This is an optimization exercise on Yosys and OpenROAD, whose aim is small area, not a production implementation. Function was checked by simulation only, so behaviour that the tests miss may differ from the original. Power is estimated from default activity; no workload was simulated.

## design/flow/design.v

```verilog
`timescale 1ns/1ps
`default_nettype none
module vis_accumulator (
  input  logic        vis_clock,
  input  logic        vis_reset,
  input  logic        rst_d,       
  input  logic        frame_end,   
  input  logic        sig_valid_i,
  input  logic [3:0]  sig_idata_i,
  input  logic [3:0]  sig_qdata_i,
  input  logic [5:0]  pend,        
  input  logic [5:0]  sel,         
  output logic [11:0] word_o       
);
  localparam logic [11:0] BASE_A = {2'd2, 2'd1, 2'd1, 2'd0, 2'd0, 2'd0};
  localparam logic [11:0] BASE_B = {2'd3, 2'd3, 2'd2, 2'd3, 2'd2, 2'd1};
  logic [5:0] inc_f;
  logic [5:0] inc_g;
  logic [5:0] cnt_f [6];
  logic [5:0] cnt_g [6];
  logic [3:0] x;
  assign x = sig_idata_i ^ sig_qdata_i;
  always_comb begin
    for (int k = 0; k < 6; k++) begin
      logic ai, aq, bi, bq, bw;
      ai = sig_idata_i[BASE_A[2*k +: 2]];
      aq = sig_qdata_i[BASE_A[2*k +: 2]];
      bi = sig_idata_i[BASE_B[2*k +: 2]];
      bq = sig_qdata_i[BASE_B[2*k +: 2]];
      bw = !x[BASE_A[2*k +: 2]] && x[BASE_B[2*k +: 2]];   
      inc_f[k] = sig_valid_i && !(aq ^ bq ^ bw);
      inc_g[k] = sig_valid_i && (ai ^ bi ^ bw);
    end
  end
  genvar gk;
  generate
    for (gk = 0; gk < 6; gk++) begin : g_base
      localparam int PW = (gk == 5) ? 4 : 3;
      logic [PW-1:0] pnd_f;
      logic [PW-1:0] pnd_g;
      logic          take;
      logic          hold;
      assign take = sel[gk] || rst_d;
      assign hold = pend[gk] && !sel[gk];
      always_ff @(posedge vis_clock) begin
        cnt_f[gk] <= (take ? 6'(pnd_f) : cnt_f[gk]) + 6'(inc_f[gk] && !hold);
        cnt_g[gk] <= (take ? 6'(pnd_g) : cnt_g[gk]) + 6'(inc_g[gk] && !hold);
        if (vis_reset || frame_end) begin
          pnd_f <= '0;
          pnd_g <= '0;
        end else begin
          pnd_f <= pnd_f + PW'(inc_f[gk] && pend[gk]);
          pnd_g <= pnd_g + PW'(inc_g[gk] && pend[gk]);
        end
      end
    end
  endgenerate
  always_comb begin
    word_o = '0;
    for (int k = 0; k < 6; k++) begin
      word_o = word_o | ({cnt_f[k], cnt_g[k]} & {12{sel[k]}});
    end
  end
endmodule
`default_nettype wire
`timescale 1ns/1ps
`default_nettype none
module vis_fifo #(
  parameter int W = 13
) (
  input  logic        vis_clock,
  input  logic        vis_reset,
  input  logic        wr_i,
  input  logic [W-1:0] word_i,
  input  logic        ready_i,
  output logic        valid_o,
  output logic [W-1:0] word_o,     
  output logic        overflow_o
);
  logic [W-1:0] sh [8];
  logic [3:0]  count;
  logic        full;
  logic        push;
  logic        pop;
  assign full    = count[3];   
  assign valid_o = (count != 4'd0);
  assign push    = wr_i && !full;
  assign pop     = valid_o && ready_i;
  assign word_o  = sh[3'(count - 1'b1)];
  always_ff @(posedge vis_clock) begin
    if (push) begin
      sh[0] <= word_i;
      for (int i = 1; i < 8; i++) sh[i] <= sh[i-1];
    end
  end
  always_ff @(posedge vis_clock) begin
    if (vis_reset) begin
      count      <= '0;
      overflow_o <= 1'b0;
    end else begin
      count <= count + 4'(push) - 4'(pop);
      if (wr_i && full) overflow_o <= 1'b1;
    end
  end
endmodule
`default_nettype wire
`timescale 1ns/1ps
`default_nettype none
module byte_serializer (
  input  logic        vis_clock,
  input  logic        vis_reset,
  input  logic        valid_i,
  input  logic [11:0] word_i,      
  input  logic        m_tready_i,
  output logic        ready_o,
  output logic        m_tvalid_o,
  output logic [7:0]  m_tdata_o,
  output logic        m_tlast_o
);
  logic        busy;
  logic [2:0]  idx;
  logic [10:0] sc;
  logic [11:0] sw;
  logic        slast;
  logic [6:0]  dv;
  assign ready_o = !busy;
  always_ff @(posedge vis_clock) begin
    if (vis_reset) begin
      busy <= 1'b0;
      idx  <= '0;
    end else if (valid_i && !busy) begin
      busy <= 1'b1;
      idx  <= '0;
    end else if (busy && m_tready_i) begin
      idx <= idx + 1'b1;
      if (idx == 3'd7) busy <= 1'b0;
    end
  end
  always_ff @(posedge vis_clock) begin
    if (valid_i && !busy) {sc, slast} <= word_i;
  end
  assign sw = sc[10] ? {sc[9], sc[9] ? 5'd0 : sc[4:0], sc[8], sc[8] ? 5'd0 : sc[4:0]}
                     : {1'b0, sc[9:5], 1'b0, sc[4:0]};
  logic [6:0] sum;
  assign sum = {1'b0, sw[11:6]} + ({1'b0, sw[5:0]} ^ {7{idx[2]}}) + 7'(idx[2]);
  assign dv  = idx[2] ? sum : {sum[6:5] - 2'd1, sum[4:0]};
  assign m_tvalid_o = busy;
  assign m_tdata_o  = (idx[1:0] == 2'd0) ? {dv, 1'b0} : {8{dv[6]}};
  assign m_tlast_o  = busy && slast && (idx == 3'd7);
endmodule
`default_nettype wire
`timescale 1ns/1ps
`default_nettype none
module toy_correlator (
  input  logic       vis_clock,
  input  logic       vis_reset,
  input  logic       sig_valid_i,
  input  logic [3:0] sig_idata_i,
  input  logic [3:0] sig_qdata_i,
  input  logic       m_tready_i,
  output logic       vis_start_o,
  output logic       vis_frame_o,
  output logic       m_tvalid_o,
  output logic [7:0] m_tdata_o,
  output logic       m_tlast_o,
  output logic       vis_overflow_o
);
  logic [2:0] wcnt;      
  logic [1:0] blk;       
  logic       rst_d;     
  logic       block_done;
  logic       frame_end;
  assign block_done = sig_valid_i && (wcnt == 3'd7);
  assign frame_end  = block_done && (blk == 2'd3) && !vis_reset;
  always_ff @(posedge vis_clock) begin
    rst_d <= vis_reset;
    if (vis_reset) begin
      wcnt        <= '0;
      blk         <= '0;
      vis_start_o <= 1'b0;
      vis_frame_o <= 1'b0;
    end else begin
      if (sig_valid_i) wcnt <= wcnt + 1'b1;
      if (block_done) blk <= blk + 1'b1;
      vis_start_o <= block_done && !vis_frame_o;
      if (block_done) vis_frame_o <= 1'b1;
    end
  end
  logic [6:0] pend;
  logic [2:0] ph;
  logic       strobe;
  logic [5:0] sel;
  logic       wr;
  assign strobe = pend[6] && (ph == 3'd1);
  assign wr     = strobe && !pend[0];
  always_comb begin
    for (int k = 0; k < 6; k++) sel[k] = strobe && pend[k+1] && !pend[k];
  end
  always_ff @(posedge vis_clock) begin
    ph <= frame_end ? 3'd0 : ph + 1'b1;
    if (vis_reset) begin
      pend <= '0;
    end else if (frame_end) begin
      pend <= '1;
    end else if (strobe) begin
      pend <= {pend[5:0], 1'b0};
    end
  end
  logic [11:0] acc_word;
  logic [10:0] acc_code;
  logic        x5, y5;
  logic        q_valid;
  logic        q_ready;
  logic [11:0] q_code;
  assign x5       = acc_word[11];
  assign y5       = acc_word[5];
  assign acc_code = {x5 || y5,
                     x5 || (acc_word[10] && !y5), y5 || acc_word[9], acc_word[8:6] & {3{!y5}},
                     y5 ? acc_word[10:6] : acc_word[4:0]};
  vis_accumulator u_accum (
    .vis_clock   (vis_clock),
    .vis_reset   (vis_reset),
    .rst_d       (rst_d),
    .frame_end   (frame_end),
    .sig_valid_i (sig_valid_i),
    .sig_idata_i (sig_idata_i),
    .sig_qdata_i (sig_qdata_i),
    .pend        (pend[6:1]),
    .sel         (sel),
    .word_o      (acc_word)
  );
  vis_fifo #(.W(12)) u_fifo (
    .vis_clock  (vis_clock),
    .vis_reset  (vis_reset),
    .wr_i       (wr),
    .word_i     ({acc_code, sel[5]}),
    .ready_i    (q_ready),
    .valid_o    (q_valid),
    .word_o     (q_code),
    .overflow_o (vis_overflow_o)
  );
  byte_serializer u_serializer (
    .vis_clock  (vis_clock),
    .vis_reset  (vis_reset),
    .valid_i    (q_valid),
    .word_i     (q_code),
    .m_tready_i (m_tready_i),
    .ready_o    (q_ready),
    .m_tvalid_o (m_tvalid_o),
    .m_tdata_o  (m_tdata_o),
    .m_tlast_o  (m_tlast_o)
  );
endmodule
`default_nettype wire
```

## design/flow/flow/run.sh

```bash
#!/bin/bash
# Own synthesis (flow/synth.tcl: the standard one with an area-oriented ABC
# mapping), then the standard layout from the synthesized netlist, with the
# smallest buffer on each port and a clock tree without dummy loads.
set -euo pipefail
W=$(pwd)
export OWN_ABC_SCRIPT="$W/flow/area.abc"
export BUFFER_PORTS_ARGS="-buffer_cell sky130_fd_sc_hd__buf_1"
export CTS_ARGS="-sink_clustering_enable -repair_clock_nets -sink_clustering_size 18 -sink_clustering_max_diameter 60 -buf_list sky130_fd_sc_hd__clkbuf_8 -dont_use_dummy_load"
sed -e "s#SYNTH_SCRIPT=[^ ]*#SYNTH_SCRIPT=$W/flow/synth.tcl#" standard.sh > own_synth.sh
bash own_synth.sh synth > synth.log 2>&1
bash standard.sh > standard.log 2>&1
```

## design/flow/flow/area.abc

```
strash
dch
amap
mfs2
strash
dch
amap
```

## design/flow/flow/synth.tcl

```tcl
# synth_recipe.tcl (the standard synthesis), with the final ABC mapping run for
# area and the arithmetic left to ABC instead of fixed half/full-adder cells.
# Flip-flops are mapped before ABC runs, so the registers, their names and
# cell types are those of the standard synthesis.
proc synth {args} { yosys synth -nofsm -noshare {*}$args }
proc extract_fa {args} { }
proc abc {args} {
  foreach o {-script -D} {
    set i [lsearch -exact $args $o]
    if { $i >= 0 } { set args [lreplace $args $i [expr {$i + 1}]] }
  }
  yosys abc {*}$args -script $::env(OWN_ABC_SCRIPT)
}
source $::env(SCRIPTS_DIR)/synth.tcl
# left out here: clear keep_hierarchy, flatten, clean up, hide names made inside functions, write 1_2_yosys.v
```

## design/flow/standard.sh

```bash
#!/bin/bash
# synth_recipe.tcl (not shown) runs the flow's synth.tcl, then flattens the netlist and writes it again
# the make line also repeats each setting of config.mk as NAME=value (left out here)
make -C /OpenROAD-flow-scripts/flow DESIGN_CONFIG=/design/flow/config.mk WORK_HOME=/design/flow/orfs CLKGATE_MAP_FILE= SYNTH_SCRIPT=/design/flow/synth_recipe.tcl "${@:-finish}"
```

## design/flow/config.mk

```make
export PLATFORM = sky130hd
export DESIGN_NAME = toy_correlator
export DESIGN_NICKNAME = toy_correlator
export VERILOG_FILES = /design/flow/design.v
export SDC_FILE = /design/flow/constraint.sdc
export NUM_CORES = 4
export LEC_CHECK = 0
export CAP_MARGIN = 0
export CORE_MARGIN = 2
export CORE_UTILIZATION = 70
export SLEW_MARGIN = 0
```

## design/flow/constraint.sdc

```tcl
create_clock -name core_clock -period 6.0 [get_ports {vis_clock}]
set_input_delay 1.2000 -clock core_clock [delete_from_list [all_inputs] [get_ports {vis_clock}]]
set_output_delay 1.2000 -clock core_clock [all_outputs]
set_load 0.01 [all_outputs]
```

==> results of run 1 <==
==> sequential cells by signal, summed over array words and instances (netlist names), 2 cells and up <==
name and cells:
u_serializer.sc 11, u_fifo.count 4, wcnt 3, u_accum.g_base.pnd_f 19, blk 2, u_fifo.sh 96, u_accum.cnt_g 36, pend 7
u_serializer.idx 3, u_accum.g_base.pnd_g 19, ph 3, u_accum.cnt_f 36
==> Yosys cell counts, drive strengths merged <==
cell / number
nor2: 175
dfxtp: 137
edfxtp: 108
clkinv: 79
nand2: 79
a21oi: 59
o22ai: 41
o21ai: 39
nor3: 32
o21a: 28
a211oi: 20
a222oi: 20
nor2b: 19
and2: 17
a22oi: 13
and3: 12
a221oi: 11
nand3: 11
a22o: 10
a32oi: 10
o211ai: 10
o22a: 10
nand4: 6
a31o: 5
a31oi: 5
a21o: 3
or2: 3
a221o: 2
a311oi: 2
a32o: 2
o221ai: 2
a2111oi: 1
a211o: 1
nand2b: 1
o311a: 1
o31ai: 1
o32ai: 1
or3: 1
==> power by group <==
part	internal [mW]	leakage [nW]	total [mW]	switching, mW
logic	0.336	1.24	0.871	0.535
registers	1.85	2.04	1.93	0.0725
clock network	0.271	0.129	0.748	0.476
total	2.46	3.40	3.55	1.08
==> cell families (layout without fill, tap and decap cells) <==
group	after synthesis	after routing	share of synthesized area
AND/OR/NAND/NOR	356	356	0.156
buffers and inverters	79	135	0.0300
AO/OA/AOI/OAI	297	297	0.208
flip-flops	245	245	0.606
==> worst min path at each step <==
stage	depth (start not counted)	to	slack, ns	startpoint
floorplan	1	ph[2]	0.42	ph[2]
global placement	0	u_fifo.sh[3][7]	0.43	u_fifo.sh[2][7]
detailed placement	0	u_fifo.sh[2][1]	0.43	u_fifo.sh[1][1]
CTS	0	u_fifo.sh[3][4]	0.46	u_fifo.sh[2][4]
global route	0	u_fifo.sh[2][1]	0.47	u_fifo.sh[1][1]
finish	0	u_fifo.sh[3][4]	0.46	u_fifo.sh[2][4]
==> layer usage <==
layer / global-route usage / share of wire / vias up
met5: 0 / 0 / -
met1: 0.389 / 0.43 / 3496
met4: 0.110 / 0.035 / 0
met3: 0.0414 / 0.055 / 68
li1: - / - / 3754
met2: 0.502 / 0.48 / 269
==> final cells by class <==
type                       count  area share
sequential                   245       0.566
multi-input combinational    653       0.342
inverter                      79      0.0281
clock buffer                  18      0.0234
tap                          180      0.0213
timing repair buffer          38      0.0185
==> per-stage QoR <==
stage	cell area (µm²)	hold slack, ns
global route	10600	0.466
CTS	10600	0.458
finish	10600	0.457
detailed placement	10300	0.434
global placement	10300	0.429
floorplan	9880	0.418
==> critical path: stages, from the launching register on <==
cell                       delay (ns)
sky130_fd_sc_hd__edfxtp_1        0.41
sky130_fd_sc_hd__clkinv_1        0.16
sky130_fd_sc_hd__nor2_1          0.29
sky130_fd_sc_hd__nor2_1          0.09
sky130_fd_sc_hd__a21oi_1         0.27
sky130_fd_sc_hd__o22ai_1         0.14
sky130_fd_sc_hd__nand2_1         0.12
sky130_fd_sc_hd__o21a_1          0.14
sky130_fd_sc_hd__nand2_1         0.08
sky130_fd_sc_hd__a21o_1          0.22
sky130_fd_sc_hd__a21o_1          0.21
sky130_fd_sc_hd__a21o_1          0.19
sky130_fd_sc_hd__nand2_1         0.09
sky130_fd_sc_hd__a21oi_1         0.10
sky130_fd_sc_hd__nor3_1          0.54
sky130_fd_sc_hd__a31o_1          0.19
sky130_fd_sc_hd__buf_1           0.15
==> summary.md, run 1 <==
| Metric | Value |
|---|---|
| Status | `finished clean` |
| Number of synthesis warnings | `7` |
| Antenna Nets Post-Route | `0` |
| Worst-path maximum fanout | `6` |
| Post-route non-filler standard cell count | `1213` |
| Post-synth top area share | `0.328` |
| Die area | `0.0151 mm²` |
| Post-synthesis sequential element count | `245` |
| Power density normalized to cell area | `336 mW/mm²` |
| Post-route minimum period | `5.10 ns` |
| Post-Syn Area per Cell | `10.1 µm²` |
| Number of antenna violations at the first check in global routing | `0` |
| Worst r2r path cells | `16` |
| Number of buffers added for setup after CTS | `0` |
| R2R Path End | `u_accum.cnt_f[0][5]` |
| Kind of end point of the critical path | `output pin` |
| Avg Vias per Cell | `6.25` |
| Post-Route Setup TNS | `0 ns` |
| Clk Latency, worst-skew pair | `0.52 ns` |
| Leakage power | `3.40 nW` |
| Number of gates given a new drive strength after cts | `0` |
| Number of core rows | `43` |
| Critical path capture point | `m_tdata_o[1]` |
| Reg2Reg Launch Point | `ph[0]` |
| Die width | `123 µm` |
| Clock Path Buffers | `3` |
| R2r setup slk | `2.22 ns` |
| Number of DRC violations after detailed-routing iteration 0 | `798` |
| Sequential fraction of the synthesis area | `0.606` |
| Half-perimeter wire length of the detailed placement result | `15.8 mm` |
| CTS Buf Count | `18` |
| Most common cell after layout, fill and taps aside | `sky130_fd_sc_hd__nor2_1` |
| Cell count after synthesis | `977` |
| Number of H-tree branching levels | `1` |
| Maximum number of pins on one net before global-route repair | `73` |
| Worst-margin pin slew | `1.03 ns` |
| Cell area after technology mapping | `0.00988 mm²` |
| TritonCTS clock tree | `built` |
| Required time of the worst setup path | `4.80 ns` |
| Nets | `1047` |
| Placed insts | `1195` |
| Aggregate routed wire length | `21.7 mm` |
| Final design utilization | `0.764` |
| Area of the core region | `0.0138 mm²` |
| Max-capacitance violation count | `0` |
| Routability-driven placement congestion ratio | `0.959` |
| Vert. Die Dim | `123 µm` |
| TritonRoute pass-1 iters | `7` |
| Global-route wire length before repair | `34.9 mm` |
| Number of ports placed on the die boundary | `25` |
| Final setup fails | `0` |
| Net Count, Synth | `989` |
| HP Class | `reg -> reg` |
| Pre-CTS setup slack | `1.50 ns` |
| Relative slew slack | `0.307` |
| Wire length per cell after detailed routing | `17.9 µm` |
| Highest achievable clock rate | `0.196 GHz` |
| Root cell of the clock tree | `sky130_fd_sc_hd__clkbuf_8` |
| Data arrival, critical path | `3.90 ns` |
| Peak VDD IR | `230 µV` |
| Area of the multi-input gates | `0.00362 mm²` |
| Total of fill cells in the finished design | `954` |
| Final Hold Violating Endpoints | `0` |
| Number of buffers inserted by hold repair at cts | `0` |
| Via count of the first global-routing pass | `7151` |
| Area Overhead vs Synth | `6.99%` |
| CTS sink count | `245` |
| Commonest cells after routing, fill and taps aside | `sky130_fd_sc_hd__nor2_1, sky130_fd_sc_hd__dfxtp_1, sky130_fd_sc_hd__edfxtp_1, sky130_fd_sc_hd__clkinv_1, sky130_fd_sc_hd__nand2_1` |
| Fraction of layout instances using a drive strength above 1 | `0.0348` |
| Via count | `7587` |
| Global-route congestion overflow total | `0` |
| DRC violation count after routing | `0` |
| Startpoint kind of the worst setup timing path | `flip-flop` |
| Worst clock skew on the final layout | `0.0250 ns` |
| Post-layout worst setup margin | `0.900 ns` |
| Antenna Diode Count | `0` |
| Worst setup path startpoint | `u_serializer.sc[10]` |
| Cell types occupying the most area after synthesis | `sky130_fd_sc_hd__edfxtp_1, sky130_fd_sc_hd__dfxtp_1, sky130_fd_sc_hd__nor2_1` |
| Setup CP Type | `reg -> out` |
| Post-synth cell types | `38` |
| Max Transition Viols Final | `0` |
| Final Total Pwr | `3.55 mW` |
| Starting Density | `0.714` |
| Port Buffers | `24` |
| Clock-pin slew on the worst setup and hold paths | `0.10 ns` |
| Final worst-path cycle share | `0.850` |
| Sequential cell area | `0.00599 mm²` |
| Synth area leader | `sky130_fd_sc_hd__edfxtp_1` |
| Total global routing track utilization | `0.296` |
| Unrepaired setup endpoints after global routing | `no` |
==> run 2, diff against run 1 <==
==> design/flow/flow/area.abc (replaced) <==
strash
dch
amap
mfs2
strash
dch
amap
mfs2
strash
dch
amap
==> run 2 against run 1 <==
  * Non-clock buffer count down 1
  * Count of clock-buffer cells in the layout down 1
  * Still clean
  * Final cell count up 0.58%
  * Sequential power about the same
  * Die area down 0.22%
  * Register-to-register slack better by 0.14 ns
==> summary.md, run 2 <==
| Metric | Value |
|---|---|
| Status | `finished clean` |
| Number of gates given a new drive strength after cts | `0` |
| CTS Buf Count | `17` |
| Commonest cells after routing, fill and taps aside | `sky130_fd_sc_hd__nor2_1, sky130_fd_sc_hd__dfxtp_1, sky130_fd_sc_hd__edfxtp_1, sky130_fd_sc_hd__clkinv_1, sky130_fd_sc_hd__nand2_1` |
| Global-route congestion overflow total | `0` |
| Kind of end point of the critical path | `output pin` |
| Fraction of layout instances using a drive strength above 1 | `0.0308` |
| DRC violation count after routing | `0` |
| Number of H-tree branching levels | `1` |
| Data arrival, critical path | `4.22 ns` |
| Area of the multi-input gates | `0.00352 mm²` |
| Number of synthesis warnings | `7` |
| Number of antenna violations at the first check in global routing | `0` |
| Nets | `1054` |
| Worst-path maximum fanout | `6` |
| Sequential fraction of the synthesis area | `0.607` |
| Number of DRC violations after detailed-routing iteration 0 | `781` |
| Most common cell after layout, fill and taps aside | `sky130_fd_sc_hd__nor2_1` |
| Starting Density | `0.713` |
| Half-perimeter wire length of the detailed placement result | `16.0 mm` |
| Met1 GRT Util | `0.391` |
| Number of core rows | `43` |
| Post-Route Setup TNS | `0 ns` |
| Startpoint kind of the worst setup timing path | `flip-flop` |
| List of most frequent post-synthesis cells | `sky130_fd_sc_hd__nor2_1, sky130_fd_sc_hd__dfxtp_1, sky130_fd_sc_hd__edfxtp_1` |
| R2r setup slk | `2.36 ns` |
| Vert. Die Dim | `123 µm` |
| Unrepaired setup endpoints after global routing | `no` |
| Via count of the first global-routing pass | `6983` |
| Die area | `0.0150 mm²` |
| R2R Path End | `u_accum.cnt_f[3][5]` |
| Register ranked first by flip-flop count | `u_fifo.sh` |
| TritonRoute pass-1 iters | `6` |
| Area of the core region | `0.0138 mm²` |
| Post-layout worst setup margin | `0.580 ns` |
| Clock-pin slew on the worst setup and hold paths | `0.11 ns` |
| Number of buffers added for setup after CTS | `0` |
| Total buffers and inverters traversed by the critical path | `3` |
| Final worst-path cycle share | `0.903` |
| Via count | `7617` |
| Worst r2r path cells | `15` |
| Highest achievable clock rate | `0.185 GHz` |
| Final setup fails | `0` |
| Sequential cell area | `0.00599 mm²` |
| Reg2Reg Launch Point | `ph[0]` |
| Maximum number of pins on one net before global-route repair | `38` |
| Total global routing track utilization | `0.301` |
| Setup CP Type | `reg -> out` |
| Final Hold Violating Endpoints | `0` |
| Post-Syn Area per Cell | `9.99 µm²` |
| Aggregate routed wire length | `22.1 mm` |
| Sink of the worst hold path | `ph[2]` |
| Leakage power | `3.37 nW` |
| Net Count, Synth | `998` |
| Required time of the worst setup path | `4.80 ns` |
| Area Overhead vs Synth | `6.69%` |
| Number of buffers inserted by hold repair at cts | `0` |
| Cell types occupying the most area after synthesis | `sky130_fd_sc_hd__edfxtp_1, sky130_fd_sc_hd__dfxtp_1, sky130_fd_sc_hd__nor2_1` |
| Cell area after technology mapping | `0.00985 mm²` |
| Worst clock skew on the final layout | `0.0294 ns` |
| Wire length per cell after detailed routing | `18.1 µm` |
| Post-synth top area share | `0.329` |
| Pre-CTS setup slack | `1.21 ns` |
| Antenna Nets Post-Route | `0` |
| Dominant synthesized flop cell | `sky130_fd_sc_hd__dfxtp_1` |
| Max-capacitance violation count | `0` |
| Cell-by-cell listing of the critical path | `clkinv_1 -> nor2_1 -> clkinv_1 -> o22ai_1 -> nor2_1 -> a21oi_1 -> nor2_1 -> a21oi_1 -> nand2_1 -> o21ai_0 -> nand2_1 -> a21o_1 -> a21o_1 -> nand2_1 -> a21oi_1 -> nor3_1 -> a31o_1 -> buf_1` |
| Max Transition Viols Final | `0` |
| TritonCTS clock tree | `built` |
| Met3 routing resource usage after global routing | `0.0418` |
| Global-route wire length before repair | `35.0 mm` |
| Post-synthesis sequential element count | `245` |
| Port Buffers | `24` |
| CTS sink count | `245` |
| Hold Path Depth | `1` |
| Relative slew slack | `0.255` |
| Post-route minimum period | `5.42 ns` |
| Die width | `123 µm` |
| Worst path max stage delay | `0.57 ns` |
| Avg Vias per Cell | `6.24` |
| Slowest cell on the critical path | `sky130_fd_sc_hd__nor3_1` |
| Power density normalized to cell area | `334 mW/mm²` |
| Routability-driven placement congestion ratio | `0.850` |
| Worst-margin pin slew | `1.11 ns` |
| Peak VDD IR | `187 µV` |
| Top Registers | `u_fifo.sh x96, u_accum.cnt_f x36, u_accum.cnt_g x36` |
| Hold slack final | `0.454 ns` |
| HP Class | `reg -> reg` |
| Clock Path Buffers | `3` |
| EDFF count, synth | `108` |
| Clk Latency, worst-skew pair | `0.52 ns` |
| Dominant cell by count in the synthesized netlist | `sky130_fd_sc_hd__nor2_1` |
| Post-synth cell types | `32` |
| Startpoint of the tightest hold check path | `ph[2]` |
| Antenna Diode Count | `0` |
| Met2 GRT Util | `0.500` |
| Synth area leader | `sky130_fd_sc_hd__edfxtp_1` |
| Crit-path leading delay family | `compound AO/OA/AOI/OAI gates` |
| Cell count after synthesis | `986` |
| Total of fill cells in the finished design | `972` |
| Top Usage Layer GRT | `met2` |
| Async set or reset register ratio after synthesis | `0` |
| Number of ports placed on the die boundary | `25` |
| Number of flip-flops in the largest register | `96` |
| Root cell of the clock tree | `sky130_fd_sc_hd__clkbuf_8` |
==> run 2: changes by cell type in the layout (fill, tap and decap cells not counted), moves of 10 or more <==
cell,change
sky130_fd_sc_hd__clkinv_1,+17
sky130_fd_sc_hd__nor2_1,+12
sky130_fd_sc_hd__o21ai_0,-10
sky130_fd_sc_hd__o22a_1,-10
sky130_fd_sc_hd__o22ai_1,+13
==> run 2: stage by stage <==
stage	power (mW)	instance area, µm²	utilization	instances
CTS	3.52	10500	0.760	1220
global route	3.68	10500	0.760	1220
detailed placement	2.81	10300	0.743	1203
finish	3.52	10500	0.760	1220
floorplan	2.54	9860	-	986
global placement	2.77	10300	0.743	1203
==> run 2: logic make-up (layout without fill, tap and decap cells) <==
| logic type | Yosys count | count (layout) | share of synthesized area |
|---|---|---|---|
| flops | 245 | 245 | 0.607 |
| simple gates | 360 | 360 | 0.154 |
| buf+inv | 96 | 150 | 0.0366 |
| compound gates | 285 | 285 | 0.202 |
==> run 2: cell type report <==
| cell class | instances | share of cell area |
|---|---|---|
| Sequential cell | 245 | 0.569 |
| Clock buffer | 17 | 0.0223 |
| Tap cell | 180 | 0.0214 |
| Multi-Input combinational cell | 645 | 0.335 |
| Inverter | 96 | 0.0343 |
| Timing Repair Buffer | 37 | 0.0179 |
==> run 2: how the worst max path moves through the flow <==
stage,start,to,slack (ns),cells past startpoint
2_1_floorplan,ph[0],u_fifo.count[3],1.46,9
3_3_place_gp,u_serializer.sc[10],m_tdata_o[2],1.49,18
3_5_place_dp,u_serializer.sc[10],m_tdata_o[2],1.21,18
4_1_cts,u_serializer.sc[10],m_tdata_o[2],0.64,18
5_1_grt,u_serializer.sc[10],m_tdata_o[2],0.18,18
6_report,u_serializer.sc[10],m_tdata_o[2],0.58,18
==> run 2: per-layer routing <==
metal,up-vias,routed length (µm)
li1,3756,-
met1,3466,8950
met2,322,10500
met3,73,1540
met4,0,1080
met5,-,0
==> run 2: power by group <==
part | switching, mW | internal, mW | leakage (nW)
sequential | 0.0616 | 1.85 | 2.03
clock | 0.476 | 0.257 | 0.122
combinational | 0.552 | 0.315 | 1.21
total | 1.09 | 2.43 | 3.37
==> run 3, diff against run 2 <==
==> design/flow/flow/run.sh (replaced) <==
#!/bin/bash
# Own synthesis (flow/synth.tcl: the standard one with an area-oriented ABC
# mapping), then the standard layout from the synthesized netlist, with the
# smallest buffer on each port and a clock tree without dummy loads.
set -euo pipefail
W=$(pwd)
export OWN_ABC_SCRIPT="$W/flow/area.abc"
export BUFFER_PORTS_ARGS="-buffer_cell sky130_fd_sc_hd__buf_1"
export CTS_ARGS="-sink_clustering_enable -repair_clock_nets -sink_clustering_size 10 -sink_clustering_max_diameter 45 -buf_list sky130_fd_sc_hd__clkbuf_4 -dont_use_dummy_load"
sed -e "s#SYNTH_SCRIPT=[^ ]*#SYNTH_SCRIPT=$W/flow/synth.tcl#" standard.sh > own_synth.sh
bash own_synth.sh synth > synth.log 2>&1
bash standard.sh > standard.log 2>&1
==> run 3 against run 2 <==
  * Non-clock buffer count unchanged
  * Combinational power barely moved
  * Flip-flop and latch count is the same
  * Area after synthesis unchanged
  * Utilization about the same
  * Final cell count up 1.1%
  * Register-to-register slack barely moved
  * Clock power is 0.5% higher
  * Fmax grew 0.31%
  * Largest cell class unchanged
  * Highest routed layer unchanged
==> summary.md, run 3 <==
| Metric | Value |
|---|---|
| Status | `finished clean` |
| Final design utilization | `0.760` |
| Number of flip-flops in the largest register | `96` |
| Top Registers | `u_fifo.sh x96, u_accum.cnt_f x36, u_accum.cnt_g x36` |
| Sequential fraction of the synthesis area | `0.607` |
| Data arrival, critical path | `4.20 ns` |
| Flop pwr share | `0.544` |
| Maximum number of pins on one net before global-route repair | `38` |
| Simple-gate share of the synthesized area | `0.154` |
| Sw Share | `0.319` |
| Via count | `7713` |
| R2r setup slk | `2.37 ns` |
| Worst r2r path cells | `15` |
| Global-route wire length before repair | `35.5 mm` |
| Post-synthesis sequential element count | `245` |
| R2R Path End | `u_accum.cnt_f[3][5]` |
| Unrepaired setup endpoints after global routing | `no` |
| Port Buffers | `24` |
| Final worst-path cycle share | `0.901` |
| Share of total power in combinational logic | `0.247` |
| CTS sink count | `245` |
| Fraction of layout instances using a drive strength above 1 | `0.0437` |
| Main combinational cell family by area after synthesis | `compound AO/OA/AOI/OAI gates` |
| Max Transition Viols Final | `0` |
| Dominant synthesized flop cell | `sky130_fd_sc_hd__dfxtp_1` |
| Dominant cell by count in the synthesized netlist | `sky130_fd_sc_hd__nor2_1` |
| Clock share of power | `0.209` |
| Worst-margin pin slew | `1.12 ns` |
| Starting Density | `0.713` |
| TritonCTS clock tree | `built` |
| Via count of the first global-routing pass | `7110` |
| Post-synthesis share of cell area spent on full adders, half adders and majority gates | `0` |
| Startpoint of the tightest hold check path | `u_fifo.sh[6][11]` |
| Clk Latency, worst-skew pair | `0.70 ns` |
| Post-route non-filler standard cell count | `1234` |
| Wire length per cell after detailed routing | `18.1 µm` |
| Power spent charging and discharging nets | `1.12 mW` |
| Area Overhead vs Synth | `6.68%` |
| Number of DRC violations after detailed-routing iteration 0 | `951` |
| Final Total Pwr | `3.52 mW` |
| Startpoint kind of the worst setup timing path | `flip-flop` |
| Reg2Reg Launch Point | `ph[0]` |
| HP Class | `reg -> reg` |
| Total of fill cells in the finished design | `1000` |
| Leakage power | `3.39 nW` |
| Net Count, Synth | `998` |
| Worst clock skew on the final layout | `0.0969 ns` |
| Register ranked first by flip-flop count | `u_fifo.sh` |
| Number of buffers added for setup after CTS | `0` |
| Vert. Die Dim | `123 µm` |
| Die area | `0.0150 mm²` |
| Antenna Nets Post-Route | `0` |
| DRC violation count after routing | `0` |
| List of most frequent post-synthesis cells | `sky130_fd_sc_hd__nor2_1, sky130_fd_sc_hd__dfxtp_1, sky130_fd_sc_hd__edfxtp_1` |
| Clock Path Buffers | `3` |
| CTS Buf Count | `30` |
| Compound-gate portion of the synthesized area | `0.202` |
| Peak VDD IR | `186 µV` |
| Sink of the worst hold path | `u_fifo.sh[7][11]` |
| Number of core rows | `43` |
| Setup CP Type | `reg -> out` |
| Power density normalized to cell area | `335 mW/mm²` |
| Clock-pin slew on the worst setup and hold paths | `0.11 ns` |
| Parity-gate share of the synthesized area counting xor and xnor cells | `0` |
| Area of the core region | `0.0138 mm²` |
| Worst-path maximum fanout | `6` |
| Hold Path Depth | `0` |
| Number of H-tree branching levels | `1` |
| Global-route congestion overflow total | `0` |
| Avg Vias per Cell | `6.25` |
| Number of ports placed on the die boundary | `25` |
| Die width | `123 µm` |
| Kind of end point of the critical path | `output pin` |
| Post-synth cell types | `32` |
| Post-Syn Area per Cell | `9.99 µm²` |
| Number of synthesis warnings | `7` |
| Share of synthesized area spent on multiplexers | `0` |
| Nets | `1067` |
| Cell area after technology mapping | `0.00985 mm²` |
| Final Hold Violating Endpoints | `0` |
| Async set or reset register ratio after synthesis | `0` |
| Final setup fails | `0` |
| Root cell of the clock tree | `sky130_fd_sc_hd__clkbuf_4` |
| Max-capacitance violation count | `0` |
| Internal power contribution | `2.40 mW` |
| Synth area leader | `sky130_fd_sc_hd__edfxtp_1` |
| Post-route minimum period | `5.40 ns` |
| Highest achievable clock rate | `0.185 GHz` |
| Post-synth top area share | `0.329` |
| TritonRoute pass-1 iters | `7` |
| Most common cell after layout, fill and taps aside | `sky130_fd_sc_hd__nor2_1` |
| Routability-driven placement congestion ratio | `0.850` |
| Commonest cells after routing, fill and taps aside | `sky130_fd_sc_hd__nor2_1, sky130_fd_sc_hd__dfxtp_1, sky130_fd_sc_hd__edfxtp_1, sky130_fd_sc_hd__clkinv_1, sky130_fd_sc_hd__nand2_1` |
| Relative slew slack | `0.251` |
| Half-perimeter wire length of the detailed placement result | `16.0 mm` |
| Cell count after synthesis | `986` |
| Aggregate routed wire length | `22.3 mm` |
| Post-Route Setup TNS | `0 ns` |
| Total global routing track utilization | `0.305` |
| Cell types occupying the most area after synthesis | `sky130_fd_sc_hd__edfxtp_1, sky130_fd_sc_hd__dfxtp_1, sky130_fd_sc_hd__nor2_1` |
| Number of antenna violations at the first check in global routing | `1` |
| Required time of the worst setup path | `4.80 ns` |
| Placed insts | `1203` |
| EDFF count, synth | `108` |
run 3: cell counts after synthesis:
No cell type changed its count.
run 3: worst max-delay path, cell delays in order, from the launching register on:
cell                       delay, ns
sky130_fd_sc_hd__edfxtp_1       0.42
sky130_fd_sc_hd__clkinv_1       0.16
sky130_fd_sc_hd__nor2_1         0.30
sky130_fd_sc_hd__clkinv_1       0.15
sky130_fd_sc_hd__o22ai_1        0.30
sky130_fd_sc_hd__nor2_1         0.07
sky130_fd_sc_hd__a21oi_1        0.20
sky130_fd_sc_hd__nor2_1         0.06
sky130_fd_sc_hd__a21oi_1        0.15
sky130_fd_sc_hd__nand2_1        0.11
sky130_fd_sc_hd__o21ai_0        0.13
sky130_fd_sc_hd__nand2_1        0.13
sky130_fd_sc_hd__a21o_1         0.22
sky130_fd_sc_hd__a21o_1         0.20
sky130_fd_sc_hd__nand2_1        0.08
sky130_fd_sc_hd__a21oi_1        0.10
sky130_fd_sc_hd__nor3_2         0.38
sky130_fd_sc_hd__a31o_1         0.18
sky130_fd_sc_hd__buf_1          0.15
run 3: what timing repair did:
item / 4_1_cts / 5_1_grt
hold buffers: 0 / 0
resized for setup: 0 / 1
setup endpoints to repair: 0 / 1
run 3: layout make-up:
type / instances / area, µm² / area share
diodes: 1 / 2.50 / 0.000238
clock buffers: 30 / 225 / 0.0214
inverters: 96 / 360 / 0.0343
multi-input cells: 645 / 3520 / 0.335
flip-flops and latches: 245 / 5990 / 0.569
well taps: 180 / 225 / 0.0214
repair buffers: 37 / 188 / 0.0179
run 3: worst max path at each step:
stage | from | to | slack, ns
floorplan | ph[0] | u_fifo.count[3] | 1.46
global placement | u_serializer.sc[10] | m_tdata_o[2] | 1.49
detailed placement | u_serializer.sc[10] | m_tdata_o[2] | 1.21
CTS | u_serializer.sc[10] | m_tdata_o[2] | 0.46
global route | u_serializer.sc[10] | m_tdata_o[2] | 0.22
finish | u_serializer.sc[10] | m_tdata_o[2] | 0.60
run 3: power by group through the flow:
stage | sequential, mW | clock, mW | combinational [mW]
3_5_place_dp | 1.95 | 0 | 0.856
3_3_place_gp | 1.95 | 0 | 0.821
2_1_floorplan | 1.93 | 0 | 0.609
4_1_cts | 1.91 | 0.745 | 0.859
6_report | 1.91 | 0.737 | 0.869
5_1_grt | 1.92 | 0.806 | 0.960
run 3: cells by family (layout without fill, tap and decap cells):
kind of cell / after synthesis / in the layout
buf+inv: 96 / 163
simple gates: 360 / 360
compound gates: 285 / 285
other cells: 0 / 1
flops: 245 / 245
run 3: stage by stage:
stage	worst slack, ns	cell area, µm²	hold slack [ns]
after floorplan	1.46	9860	0.418
after global placement	1.49	10300	0.430
after detailed placement	1.21	10300	0.432
after CTS	0.460	10500	0.446
after global routing	0.224	10500	0.460
final	0.597	10500	0.435
run 3: per-layer routing:
| layer | track usage | wire length [µm] | share of wire | up-vias |
|---|---|---|---|---|
| met5 | 0 | 0 | 0 | - |
| met4 | 0.138 | 946 | 0.042 | 0 |
| met3 | 0.0479 | 1700 | 0.076 | 68 |
| met2 | 0.503 | 10600 | 0.48 | 342 |
| met1 | 0.398 | 9030 | 0.41 | 3512 |
| li1 | - | - | - | 3791 |
==> run 4, diff against run 3 <==
--- a/design/flow/design.v
+++ b/design/flow/design.v
@@ -4,7 +4,6 @@
   input  logic        vis_clock,
   input  logic        vis_reset,
   input  logic        rst_d,       
-  input  logic        frame_end,   
   input  logic        sig_valid_i,
   input  logic [3:0]  sig_idata_i,
   input  logic [3:0]  sig_qdata_i,
@@ -45,12 +44,12 @@
       always_ff @(posedge vis_clock) begin
         cnt_f[gk] <= (take ? 6'(pnd_f) : cnt_f[gk]) + 6'(inc_f[gk] && !hold);
         cnt_g[gk] <= (take ? 6'(pnd_g) : cnt_g[gk]) + 6'(inc_g[gk] && !hold);
-        if (vis_reset || frame_end) begin
+        if (vis_reset || !pend[gk]) begin
           pnd_f <= '0;
           pnd_g <= '0;
         end else begin
-          pnd_f <= pnd_f + PW'(inc_f[gk] && pend[gk]);
-          pnd_g <= pnd_g + PW'(inc_g[gk] && pend[gk]);
+          pnd_f <= pnd_f + PW'(inc_f[gk]);
+          pnd_g <= pnd_g + PW'(inc_g[gk]);
         end
       end
     end
@@ -129,8 +128,7 @@
       busy <= 1'b0;
       idx  <= '0;
     end else if (valid_i && !busy) begin
-      busy <= 1'b1;
-      idx  <= '0;
+      busy <= 1'b1;   
     end else if (busy && m_tready_i) begin
       idx <= idx + 1'b1;
       if (idx == 3'd7) busy <= 1'b0;
@@ -221,7 +219,6 @@
     .vis_clock   (vis_clock),
     .vis_reset   (vis_reset),
     .rst_d       (rst_d),
-    .frame_end   (frame_end),
     .sig_valid_i (sig_valid_i),
     .sig_idata_i (sig_idata_i),
     .sig_qdata_i (sig_qdata_i),
==> design/flow/flow/run.sh (replaced) <==
#!/bin/bash
# Own synthesis (flow/synth.tcl: the standard one with an area-oriented ABC
# mapping), then the standard layout from the synthesized netlist, with the
# smallest buffer on each port and a clock tree without dummy loads.
set -euo pipefail
W=$(pwd)
export OWN_ABC_SCRIPT="$W/flow/area.abc"
export BUFFER_PORTS_ARGS="-buffer_cell sky130_fd_sc_hd__buf_1"
export CTS_ARGS="-sink_clustering_enable -repair_clock_nets -sink_clustering_size 18 -sink_clustering_max_diameter 60 -buf_list sky130_fd_sc_hd__clkbuf_8 -dont_use_dummy_load"
sed -e "s#SYNTH_SCRIPT=[^ ]*#SYNTH_SCRIPT=$W/flow/synth.tcl#" standard.sh > own_synth.sh
bash own_synth.sh synth > synth.log 2>&1
bash standard.sh > standard.log 2>&1
==> design/flow/flow/area.abc (replaced) <==
strash
dch
amap -F 50 -A 100 -C 2000
mfs2
strash
dch
amap -F 50 -A 100 -C 2000
mfs2
strash
dch
amap -F 50 -A 100 -C 2000
==> run 4 against run 3 <==
  * Final area down 1.4%
  * Die area down 1.5%
  * Via count down 2.2%
  * Count of clock-buffer cells in the layout down 13
  * Flip-flop and latch count unchanged
  * Clock skew down 0.050 ns
  * Area after synthesis down 1.5%
  * Critical path type unchanged
  * Critical endpoint is now m_tdata_o[3]
  * Non-clock buffer count down 2
==> summary.md, run 4 <==
| Metric | Value |
|---|---|
| Status | `finished clean` |
| Clock share of power | `0.214` |
| Data arrival, critical path | `3.56 ns` |
| Post-layout worst setup margin | `1.24 ns` |
| Relative slew slack | `0.161` |
| Clock-pin slew on the worst setup and hold paths | `0.10 ns` |
| Number of synthesis warnings | `7` |
| Aggregate routed wire length | `22.6 mm` |
| Net Count, Synth | `935` |
| DRC violation count after routing | `0` |
| Number of H-tree branching levels | `1` |
| Global-route congestion overflow total | `0` |
| Max-capacitance violation count | `0` |
| Starting Density | `0.707` |
| Hold slack final | `0.457 ns` |
| Post-Syn Area per Cell | `10.5 µm²` |
| Reg2Reg Launch Point | `ph[0]` |
| Kind of end point of the critical path | `output pin` |
| Avg Vias per Cell | `6.53` |
| Clock Path Buffers | `3` |
| Via count of the first global-routing pass | `7096` |
| Unrepaired setup endpoints after global routing | `no` |
| Total global routing track utilization | `0.308` |
| Setup CP Type | `reg -> out` |
| Die width | `122 µm` |
| TritonRoute pass-1 iters | `7` |
| Top Registers | `u_fifo.sh x96, u_accum.cnt_f x36, u_accum.cnt_g x36` |
| Number of flip-flops in the largest register | `96` |
| Sink of the worst hold path | `u_fifo.sh[4][6]` |
| Cell types occupying the most area after synthesis | `sky130_fd_sc_hd__edfxtp_1, sky130_fd_sc_hd__dfxtp_1, sky130_fd_sc_hd__a222oi_1` |
| Post-synth top area share | `0.334` |
| Total of fill cells in the finished design | `951` |
| Async set or reset register ratio after synthesis | `0` |
| Number of gates given a new drive strength after cts | `0` |
| Post-Route Setup TNS | `0 ns` |
| Number of buffers added for setup after CTS | `0` |
| EDFF count, synth | `108` |
| Worst-margin pin slew | `1.26 ns` |
| Maximum number of pins on one net before global-route repair | `84` |
| Number of buffers inserted by hold repair at cts | `0` |
| Hold Path Depth | `0` |
| Worst path max stage delay | `0.36 ns` |
| Antenna Nets Post-Route | `0` |
| Number of DRC violations after detailed-routing iteration 0 | `1023` |
| Placed insts | `1138` |
| Wire length per cell after detailed routing | `19.6 µm` |
| Antenna Diode Count | `0` |
| Cell count after synthesis | `923` |
| Power density normalized to cell area | `329 mW/mm²` |
| Finished layout cell area | `0.0104 mm²` |
| Root cell of the clock tree | `sky130_fd_sc_hd__clkbuf_8` |
| Register ranked first by flip-flop count | `u_fifo.sh` |
| Final Total Pwr | `3.41 mW` |
| Placed cell areas | `0.0101 mm²` |
| Area Overhead vs Synth | `6.80%` |
| Cell area after technology mapping | `0.00970 mm²` |
| Dominant cell by count in the synthesized netlist | `sky130_fd_sc_hd__dfxtp_1` |
| Cell-by-cell listing of the critical path | `clkinv_1 -> nor2_1 -> nor2_1 -> a21oi_1 -> a21oi_1 -> o21ai_0 -> o22a_1 -> nand2_1 -> o21ai_0 -> o22ai_1 -> o21ai_0 -> nor2_1 -> a21oi_1 -> nor2_1 -> nand2_1 -> o21ai_0 -> buf_1` |
| Dominant synthesized flop cell | `sky130_fd_sc_hd__dfxtp_1` |
| Clk Latency, worst-skew pair | `0.51 ns` |
| Worst-path maximum fanout | `8` |
| Via count | `7545` |
| Number of ports placed on the die boundary | `25` |
| Leakage power | `3.49 nW` |
| Global-route wire length before repair | `35.7 mm` |
| R2r setup slk | `1.91 ns` |
| Most common cell after layout, fill and taps aside | `sky130_fd_sc_hd__dfxtp_1` |
| Startpoint of the tightest hold check path | `u_fifo.sh[3][6]` |
| Pre-CTS setup slack | `1.85 ns` |
| Commonest cells after routing, fill and taps aside | `sky130_fd_sc_hd__dfxtp_1, sky130_fd_sc_hd__edfxtp_1, sky130_fd_sc_hd__nor2_1, sky130_fd_sc_hd__o21ai_0, sky130_fd_sc_hd__nand2_1` |
| Required time of the worst setup path | `4.80 ns` |
| Synth area leader | `sky130_fd_sc_hd__edfxtp_1` |
| Flop pwr share | `0.566` |
| HP Class | `reg -> reg` |
| Sw Share | `0.309` |
| Slowest cell on the critical path | `sky130_fd_sc_hd__edfxtp_1` |
| Peak VDD IR | `206 µV` |
| Highest achievable clock rate | `0.210 GHz` |
| TritonCTS clock tree | `built` |
| Die area | `0.0148 mm²` |
| Final setup fails | `0` |
| Final worst-path cycle share | `0.794` |
| Post-synthesis sequential element count | `245` |
| Share of total power in combinational logic | `0.220` |
| Area of the core region | `0.0137 mm²` |
| List of most frequent post-synthesis cells | `sky130_fd_sc_hd__dfxtp_1, sky130_fd_sc_hd__edfxtp_1, sky130_fd_sc_hd__nor2_1` |
| Internal power contribution | `2.36 mW` |
| Power spent charging and discharging nets | `1.05 mW` |
| Final Hold Violating Endpoints | `0` |
| Routability-driven placement congestion ratio | `0.932` |
| CTS sink count | `245` |
| R2R Path End | `u_accum.cnt_g[0][5]` |
| Final design utilization | `0.755` |
| Sequential fraction of the synthesis area | `0.617` |
| Post-synth cell types | `31` |
| Vert. Die Dim | `122 µm` |
| Worst clock skew on the final layout | `0.0467 ns` |
| Startpoint kind of the worst setup timing path | `flip-flop` |
| Post-route non-filler standard cell count | `1155` |
| CTS Buf Count | `17` |
| Port Buffers | `24` |
| Half-perimeter wire length of the detailed placement result | `16.2 mm` |
| Post-route minimum period | `4.76 ns` |
| Number of antenna violations at the first check in global routing | `0` |
| Number of core rows | `43` |
| Max Transition Viols Final | `0` |
| Nets | `989` |
| Worst r2r path cells | `16` |
| Fraction of layout instances using a drive strength above 1 | `0.0338` |
## run 4: worst max-delay path by stage
stage	startpoint	to	slack [ns]	depth (start not counted)
final	u_serializer.sc[10]	m_tdata_o[3]	1.24	17
after floorplan	ph[0]	u_fifo.count[3]	1.09	10
after global placement	u_serializer.sc[10]	m_tdata_o[4]	2.13	17
after CTS	u_serializer.sc[10]	m_tdata_o[6]	1.28	17
after global routing	u_serializer.sc[10]	m_tdata_o[6]	0.78	17
after detailed placement	u_serializer.sc[10]	m_tdata_o[6]	1.85	17
## run 4: kinds of logic (layout without fill, tap and decap cells)
group,after synthesis,count (layout),share of synthesized area
flops,245,245,0.617
simple gates,280,280,0.132
compound gates,341,341,0.229
buf+inv,57,109,0.0221
## run 4: final cells by class
class / count / area, µm² / area share
multi-input combinational: 621 / 3530 / 0.341
clock buffer: 17 / 234 / 0.0226
sequential: 245 / 5990 / 0.578
timing repair buffer: 35 / 173 / 0.0167
inverter: 57 / 214 / 0.0206
tap: 180 / 225 / 0.0217
## run 4: power groups by stage
stage | logic, mW | registers (mW) | clock network, mW
after CTS | 0.742 | 1.93 | 0.740
after global placement | 0.705 | 1.96 | 0
after floorplan | 0.511 | 1.94 | 0
final | 0.749 | 1.93 | 0.729
after global routing | 0.833 | 1.94 | 0.796
after detailed placement | 0.739 | 1.97 | 0
## run 4: per-layer routing
metal,up-vias,routed length [µm],GRT usage,part of all wire
li1,3619,-,-,-
met1,3554,9040,0.388,0.40
met2,333,11500,0.553,0.51
met3,39,1510,0.0431,0.067
met4,0,522,0.0955,0.023
met5,-,0,0,0
## run 4: critical path: cells and delay by family (launching register included)
family	cells	cell delay, ns
AOI/OAI and AO/OA	9	1.78
buffers and inverters	2	0.32
DFF	1	0.36
and+or+nand+nor	6	0.60
==> run 5, diff against run 4 <==
==> design/flow/flow/area.abc (replaced) <==
strash
dch
amap
mfs2
strash
dch
amap
mfs2
strash
dch
amap
==> run 5 against run 4 <==
  * Total power up 5.7%
  * Critical path depth is 3 higher
  * Combinational power rose by 23%
  * Final cell count rose by 4.3%
  * Sequential power about the same
  * Count of clock-buffer cells in the layout stayed put
  * Utilization up 0.28 points
  * Setup slack worse by 0.45 ns
  * Critical path type unchanged
  * Fmax down 8.7%
  * Clock skew shrank 0.015 ns
  * Highest routed layer unchanged
  * Via count is 2.4% higher
==> summary.md, run 5 <==
| Metric | Value |
|---|---|
| Final setup fails | `0` |
| Final worst-path cycle share | `0.870` |
| Hold Path Depth | `0` |
| Slowest cell on the critical path | `sky130_fd_sc_hd__edfxtp_1` |
| Via count | `7723` |
| Leakage power | `3.34 nW` |
| Startpoint of the tightest hold check path | `u_fifo.sh[1][11]` |
| Max-capacitance violation count | `0` |
| Number of buffers added for setup after CTS | `0` |
| Number of antenna violations at the first check in global routing | `0` |
| TritonRoute pass-1 iters | `8` |
| Status | `finished clean` |
| Area of the core region | `0.0138 mm²` |
| Dominant cell by count in the synthesized netlist | `sky130_fd_sc_hd__nor2_1` |
| Kind of end point of the critical path | `output pin` |
| Number of synthesis warnings | `7` |
| Avg Vias per Cell | `6.41` |
| List of most frequent post-synthesis cells | `sky130_fd_sc_hd__nor2_1, sky130_fd_sc_hd__dfxtp_1, sky130_fd_sc_hd__edfxtp_1` |
| Cell area after technology mapping | `0.00978 mm²` |
| Vert. Die Dim | `122 µm` |
| Antenna Diode Count | `0` |
| Number of DRC violations after detailed-routing iteration 0 | `1121` |
| Clock-pin slew on the worst setup and hold paths | `0.10 ns` |
| Total global routing track utilization | `0.315` |
| Synth area leader | `sky130_fd_sc_hd__edfxtp_1` |
| Number of H-tree branching levels | `1` |
| Via count of the first global-routing pass | `7471` |
| Power density normalized to cell area | `345 mW/mm²` |
| Worst-margin pin slew | `1.19 ns` |
| Root cell of the clock tree | `sky130_fd_sc_hd__clkbuf_8` |
| Post-synth cell types | `32` |
| Maximum number of pins on one net before global-route repair | `100` |
| Wire length per cell after detailed routing | `19.2 µm` |
| Final Hold Violating Endpoints | `0` |
| TritonCTS clock tree | `built` |
| Antenna Nets Post-Route | `0` |
| Post-Syn Area per Cell | `10.0 µm²` |
| CTS sink count | `245` |
| Sink of the worst hold path | `u_fifo.sh[2][11]` |
| Register ranked first by flip-flop count | `u_fifo.sh` |
| Global-route congestion overflow total | `0` |
| Global-route wire length before repair | `36.8 mm` |
| Net Count, Synth | `986` |
| Setup CP Type | `reg -> out` |
| EDFF count, synth | `108` |
| Die width | `122 µm` |
| Post-Route Setup TNS | `0 ns` |
| Number of ports placed on the die boundary | `25` |
| Clock Path Buffers | `3` |
| Port Buffers | `24` |
| R2R Path End | `u_accum.cnt_f[0][5]` |
| Most common cell after layout, fill and taps aside | `sky130_fd_sc_hd__nor2_1` |
| Relative slew slack | `0.210` |
| Half-perimeter wire length of the detailed placement result | `16.7 mm` |
| Highest achievable clock rate | `0.192 GHz` |
| Commonest cells after routing, fill and taps aside | `sky130_fd_sc_hd__nor2_1, sky130_fd_sc_hd__dfxtp_1, sky130_fd_sc_hd__edfxtp_1, sky130_fd_sc_hd__clkinv_1, sky130_fd_sc_hd__nand2_1` |
| Worst r2r path cells | `16` |
| Clk Latency, worst-skew pair | `0.53 ns` |
| Cell count after synthesis | `974` |
| Worst clock skew on the final layout | `0.0319 ns` |
| Number of gates given a new drive strength after cts | `0` |
| Startpoint kind of the worst setup timing path | `flip-flop` |
| DRC violation count after routing | `0` |
| Data arrival, critical path | `4.02 ns` |
| Post-synth top area share | `0.332` |
| CTS Buf Count | `17` |
| Number of buffers inserted by hold repair at cts | `0` |
| Async set or reset register ratio after synthesis | `0` |
| Cell-by-cell listing of the critical path | `clkinv_1 -> nor2_1 -> clkinv_1 -> o22ai_1 -> nor2_1 -> a21oi_1 -> nor2_1 -> a21oi_1 -> nand2_1 -> o21ai_0 -> o21ai_0 -> or2_0 -> a21o_1 -> nand2_1 -> nor2_1 -> a21oi_1 -> nor2_1 -> nand2_1 -> o21ai_0 -> buf_1` |
| Reg2Reg Launch Point | `ph[0]` |
| Area Overhead vs Synth | `6.73%` |
| Number of core rows | `43` |
| Die area | `0.0149 mm²` |
| R2r setup slk | `1.82 ns` |
| Cell types occupying the most area after synthesis | `sky130_fd_sc_hd__edfxtp_1, sky130_fd_sc_hd__dfxtp_1, sky130_fd_sc_hd__nor2_1` |
| Post-route minimum period | `5.22 ns` |
| Required time of the worst setup path | `4.80 ns` |
| Finished layout cell area | `0.0104 mm²` |
| Top Registers | `u_fifo.sh x96, u_accum.cnt_f x36, u_accum.cnt_g x36` |
| Total of fill cells in the finished design | `943` |
| Max Transition Viols Final | `0` |
| Placed cell areas | `0.0102 mm²` |
| Worst path max stage delay | `0.42 ns` |
| Fraction of layout instances using a drive strength above 1 | `0.0322` |
| Post-synthesis sequential element count | `245` |
| Aggregate routed wire length | `23.1 mm` |
| Unrepaired setup endpoints after global routing | `no` |
| Post-layout worst setup margin | `0.781 ns` |
| HP Class | `reg -> reg` |
| Routability-driven placement congestion ratio | `0.869` |
| Number of flip-flops in the largest register | `96` |
| Pre-CTS setup slack | `1.42 ns` |
| Starting Density | `0.710` |
| Dominant synthesized flop cell | `sky130_fd_sc_hd__dfxtp_1` |
| Cell occurring most often along the worst timing path | `sky130_fd_sc_hd__nor2_1` |
| Nets | `1039` |
| Sequential fraction of the synthesis area | `0.612` |
| Peak VDD IR | `238 µV` |
| Worst-path maximum fanout | `6` |
==> run 5: cell families (layout without fill, tap and decap cells) <==
group                  Yosys count  in the layout  share of synthesized area
AND/OR/NAND/NOR                330            330                      0.142
AO/OA/AOI/OAI                  301            301                      0.208
buffers and inverters           98            149                     0.0376
flip-flops                     245            245                      0.612
==> run 5: through the flow <==
| step | hold WS [ns] | power (mW) | instances | utilization |
|---|---|---|---|---|
| after floorplan | 0.418 | 2.58 | 974 | - |
| after global placement | 0.427 | 2.82 | 1188 | 0.741 |
| after detailed placement | 0.433 | 2.88 | 1188 | 0.741 |
| after CTS | 0.463 | 3.60 | 1205 | 0.758 |
| after global routing | 0.466 | 3.79 | 1205 | 0.758 |
| final | 0.461 | 3.60 | 1205 | 0.758 |
==> run 5: cell type report <==
cell class / count / area, µm² / area share
timing repair buffer: 34 / 165 / 0.0158
multi-input combinational: 631 / 3460 / 0.332
inverter: 98 / 368 / 0.0352
tap: 180 / 225 / 0.0216
sequential: 245 / 5990 / 0.573
clock buffer: 17 / 234 / 0.0224
==> run 5: critical path: cells and delay by family, from the launching register on <==
family	cells	cell delay, ns
AO/OA/AOI/OAI	8	1.52
flip-flops	1	0.42
buffers and inverters	3	0.43
AND/OR/NAND/NOR	9	1.13
==> run 5: power by group <==
group	total, mW	internal, mW	switching (mW)
sequential	1.93	1.86	0.0719
clock	0.745	0.258	0.487
combinational	0.924	0.319	0.605
==> run 5: worst max path at each step <==
stage	start	end	depth (start not counted)
after global placement	u_serializer.sc[10]	m_tdata_o[5]	20
after detailed placement	u_serializer.sc[10]	m_tdata_o[4]	20
after global routing	u_serializer.sc[10]	m_tdata_o[4]	20
after floorplan	ph[0]	u_fifo.count[2]	10
after CTS	u_serializer.sc[10]	m_tdata_o[4]	20
final	u_serializer.sc[10]	m_tdata_o[4]	20
==> run 5: layer usage <==
layer,GRT usage,routed length [µm],share of wire,vias to the layer above
li1,-,-,-,3697
met1,0.386,9270,0.40,3660
met2,0.565,11700,0.51,299
met3,0.0437,1310,0.057,67
met4,0.123,823,0.036,0
met5,0,0,0,-
==> run 6, diff against run 5 <==
==> design/flow/flow/area.abc (replaced) <==
strash
dch
amap -F 20 -A 40
mfs2
strash
dch
amap -F 20 -A 40
mfs2
strash
dch
amap -F 20 -A 40
==> run 6 against run 5 <==
  * Critical path depth shrank 4
  * Final area shrank 0.83%
  * Worst hold slack lost 0.040 ns
  * Die area shrank 0.72%
  * Clock power shrank 0.8%
  * Non-clock buffer count shrank 1
  * Critical path type unchanged
  * Largest cell class unchanged
  * Largest power group unchanged
  * Highest routed layer unchanged
==> summary.md, run 6 <==
| Metric | Value |
|---|---|
| Status | `finished clean` |
| Number of flip-flops in the largest register | `96` |
| Cell area after technology mapping | `0.00971 mm²` |
| HP Class | `reg -> reg` |
| Sequential cell area | `0.00599 mm²` |
| Vert. Die Dim | `122 µm` |
| CTS Buf Count | `17` |
| Critical path capture point | `m_tdata_o[1]` |
| Kind of end point of the critical path | `output pin` |
| Worst r2r path cells | `14` |
| Finished layout cell area | `0.0104 mm²` |
| Placed insts | `1140` |
| Post-synth top area share | `0.334` |
| List of most frequent post-synthesis cells | `sky130_fd_sc_hd__dfxtp_1, sky130_fd_sc_hd__edfxtp_1, sky130_fd_sc_hd__nor2_1` |
| Antenna Diode Count | `0` |
| Sequential fraction of the synthesis area | `0.616` |
| Number of H-tree branching levels | `1` |
| Peak VDD IR | `260 µV` |
| CTS sink count | `245` |
| Area Overhead vs Synth | `6.64%` |
| Total of fill cells in the finished design | `933` |
| Root cell of the clock tree | `sky130_fd_sc_hd__clkbuf_8` |
| Pre-CTS setup slack | `1.92 ns` |
| Commonest cells after routing, fill and taps aside | `sky130_fd_sc_hd__dfxtp_1, sky130_fd_sc_hd__edfxtp_1, sky130_fd_sc_hd__nor2_1, sky130_fd_sc_hd__nand2_1, sky130_fd_sc_hd__o21ai_0` |
| Clk Latency, worst-skew pair | `0.53 ns` |
| Die area | `0.0148 mm²` |
| Final worst-path cycle share | `0.782` |
| Post-layout worst setup margin | `1.31 ns` |
| TritonRoute pass-1 iters | `10` |
| R2R Path End | `u_accum.cnt_f[2][5]` |
| Dominant cell by count in the synthesized netlist | `sky130_fd_sc_hd__dfxtp_1` |
| Internal power contribution | `2.37 mW` |
| Port Buffers | `24` |
| Global-route congestion overflow total | `0` |
| Number of DRC violations after detailed-routing iteration 0 | `1098` |
| Antenna Nets Post-Route | `0` |
| Number of gates given a new drive strength after cts | `0` |
| Dominant synthesized flop cell | `sky130_fd_sc_hd__dfxtp_1` |
| Required time of the worst setup path | `4.80 ns` |
| R2r setup slk | `2.32 ns` |
| Power density normalized to cell area | `334 mW/mm²` |
| Flop pwr share | `0.559` |
| Post-route minimum period | `4.69 ns` |
| Worst-path maximum fanout | `7` |
| Number of ports placed on the die boundary | `25` |
| Reg2Reg Launch Point | `ph[0]` |
| Worst-margin pin slew | `1.17 ns` |
| Max-capacitance violation count | `0` |
| Die width | `122 µm` |
| Post-synthesis sequential element count | `245` |
| Data arrival, critical path | `3.49 ns` |
| Final Hold Violating Endpoints | `0` |
| Net Count, Synth | `939` |
| Avg Vias per Cell | `6.80` |
| Max Transition Viols Final | `0` |
| Maximum number of pins on one net before global-route repair | `67` |
| Total global routing track utilization | `0.321` |
| Fraction of layout instances using a drive strength above 1 | `0.0317` |
| Relative slew slack | `0.218` |
| Async set or reset register ratio after synthesis | `0` |
| Post-Route Setup TNS | `0 ns` |
| Area of the core region | `0.0137 mm²` |
| Post-route non-filler standard cell count | `1157` |
| Share of total power in combinational logic | `0.227` |
| Global-route wire length before repair | `36.9 mm` |
| EDFF count, synth | `108` |
| Highest achievable clock rate | `0.213 GHz` |
| Placed cell areas | `0.0101 mm²` |
| Clock share of power | `0.214` |
| Number of synthesis warnings | `7` |
| Register ranked first by flip-flop count | `u_fifo.sh` |
| Post-synth cell types | `29` |
| DRC violation count after routing | `0` |
| Hold slack final | `0.421 ns` |
| Starting Density | `0.708` |
| Routability-driven placement congestion ratio | `0.984` |
| Number of core rows | `43` |
| Number of buffers inserted by hold repair at cts | `0` |
| Aggregate routed wire length | `24.1 mm` |
| Clock-pin slew on the worst setup and hold paths | `0.11 ns` |
| Clock Path Buffers | `3` |
| Final setup fails | `0` |
| Half-perimeter wire length of the detailed placement result | `17.2 mm` |
| Area of the multi-input gates | `0.00354 mm²` |
| Most common cell after layout, fill and taps aside | `sky130_fd_sc_hd__dfxtp_1` |
| Cell count after synthesis | `927` |
| Startpoint kind of the worst setup timing path | `flip-flop` |
| Worst setup path startpoint | `u_serializer.sc[10]` |
| Cell types occupying the most area after synthesis | `sky130_fd_sc_hd__edfxtp_1, sky130_fd_sc_hd__dfxtp_1, sky130_fd_sc_hd__a222oi_1` |
| Number of buffers added for setup after CTS | `0` |
| Final design utilization | `0.755` |
| TritonCTS clock tree | `built` |
| Nets | `991` |
| Top Registers | `u_fifo.sh x96, u_accum.cnt_f x36, u_accum.cnt_g x36` |
| Final Total Pwr | `3.46 mW` |
| Leakage power | `3.44 nW` |
| Power spent charging and discharging nets | `1.09 mW` |
| Worst clock skew on the final layout | `0.0512 ns` |
| Via count of the first global-routing pass | `7365` |
| Setup CP Type | `reg -> out` |
| Wire length per cell after detailed routing | `20.8 µm` |
| Post-Syn Area per Cell | `10.5 µm²` |
| Via count | `7864` |
| Sw Share | `0.316` |
| Number of antenna violations at the first check in global routing | `0` |
| Synth area leader | `sky130_fd_sc_hd__edfxtp_1` |
| Unrepaired setup endpoints after global routing | `no` |
-- run 6: cell types whose count changed in the layout (fill, tap and decap cells not counted), moves of 17 or more --
cell,change
sky130_fd_sc_hd__a211oi_1,-23
sky130_fd_sc_hd__clkinv_1,-42
sky130_fd_sc_hd__a21boi_0,+28
sky130_fd_sc_hd__nor2_1,-59
sky130_fd_sc_hd__or2_0,+17
sky130_fd_sc_hd__o21ai_0,+28
-- run 6: cell families (layout without fill, tap and decap cells) --
kind of cell | after synthesis | in the layout | synth area share
AO/OA/AOI/OAI | 337 | 337 | 0.226
buffers and inverters | 56 | 106 | 0.0216
flip-flops | 245 | 245 | 0.616
AND/OR/NAND/NOR | 289 | 289 | 0.136
-- run 6: final cells by class --
type                    instances  share of cell area
clock buffers                  17              0.0226
inverters                      56              0.0203
well taps                     180              0.0218
flip-flops and latches        245               0.578
repair buffers                 33              0.0152
multi-input cells             626               0.342
-- run 6: routing by layer --
metal | track usage | wire length (µm) | share of wire | vias up
met4 | 0.210 | 1510 | 0.063 | 0
met5 | 0 | 0 | 0 | -
li1 | - | - | - | 3622
met1 | 0.389 | 9070 | 0.38 | 3735
met2 | 0.541 | 11800 | 0.49 | 419
met3 | 0.0407 | 1710 | 0.071 | 88
-- run 6: how the worst min path moves through the flow --
stage                    startpoint               to  slack, ns  cells past startpoint
floorplan                     ph[0]            ph[0]       0.42                      1
global placement    u_fifo.sh[5][3]  u_fifo.sh[6][3]       0.43                      0
detailed placement  u_fifo.sh[3][9]  u_fifo.sh[4][9]       0.43                      0
CTS                 u_fifo.sh[1][3]  u_fifo.sh[2][3]       0.43                      0
global route        u_fifo.sh[1][3]  u_fifo.sh[2][3]       0.46                      0
finish              u_fifo.sh[1][3]  u_fifo.sh[2][3]       0.42                      0
-- run 6: power groups by stage --
| stage | Sequential [mW] | Clock [mW] | Combinational (mW) |
|---|---|---|---|
| after floorplan | 1.94 | 0 | 0.529 |
| after global routing | 1.94 | 0.794 | 0.862 |
| after CTS | 1.93 | 0.744 | 0.776 |
| final | 1.94 | 0.739 | 0.786 |
| after detailed placement | 1.97 | 0 | 0.771 |
| after global placement | 1.97 | 0 | 0.720 |
-- run 6: critical path: stages (launching register included) --
cell and delay, ns:
sky130_fd_sc_hd__edfxtp_1 0.37, sky130_fd_sc_hd__clkinv_1 0.20, sky130_fd_sc_hd__nor2_1 0.27, sky130_fd_sc_hd__nor2b_1 0.10, sky130_fd_sc_hd__o21ai_0 0.29, sky130_fd_sc_hd__nand2_1 0.10
sky130_fd_sc_hd__o21ai_0 0.15, sky130_fd_sc_hd__o22ai_1 0.19, sky130_fd_sc_hd__o22ai_1 0.22, sky130_fd_sc_hd__o22ai_1 0.13, sky130_fd_sc_hd__o21ai_0 0.24, sky130_fd_sc_hd__nor2_1 0.06
sky130_fd_sc_hd__a21oi_1 0.16, sky130_fd_sc_hd__nor2_1 0.08, sky130_fd_sc_hd__nand2_1 0.14, sky130_fd_sc_hd__o21ai_0 0.12, sky130_fd_sc_hd__buf_1 0.14

==> afterwards: timing with drivers on the ports <==
Ports are ideal in the flow. The routed layouts listed here were re-timed in OpenROAD. Step 1 sets driving cells, clkbuf_16 on the clock port and buf_2 on the other inputs (assumed; they add their load-dependent delay and slew). Step 2 adds t to the input delays and takes it off the output delays; t is the mean of the earliest and latest rising clock arrival at the registers after step 1. Input paths then give back, and output paths get back, about the clock's delay inside the block. a / b / c = no drivers / after step 1 / after step 2; a / b = the first two.
run	shift t [ns]	setup slack, ns	pins driven straight from the clock port
run 1	0.544	0.900 / 0.862 / 1.407	1
run 2	0.538	0.580 / 0.542 / 1.081	1
run 3	0.694	0.597 / 0.557 / 1.250	1
run 4	0.524	1.235 / 1.198 / 1.722	1
run 5	0.552	0.781 / 0.739 / 1.291	1
run 6	0.542	1.308 / 1.271 / 1.813	1
After both steps every run listed still meets setup and hold.
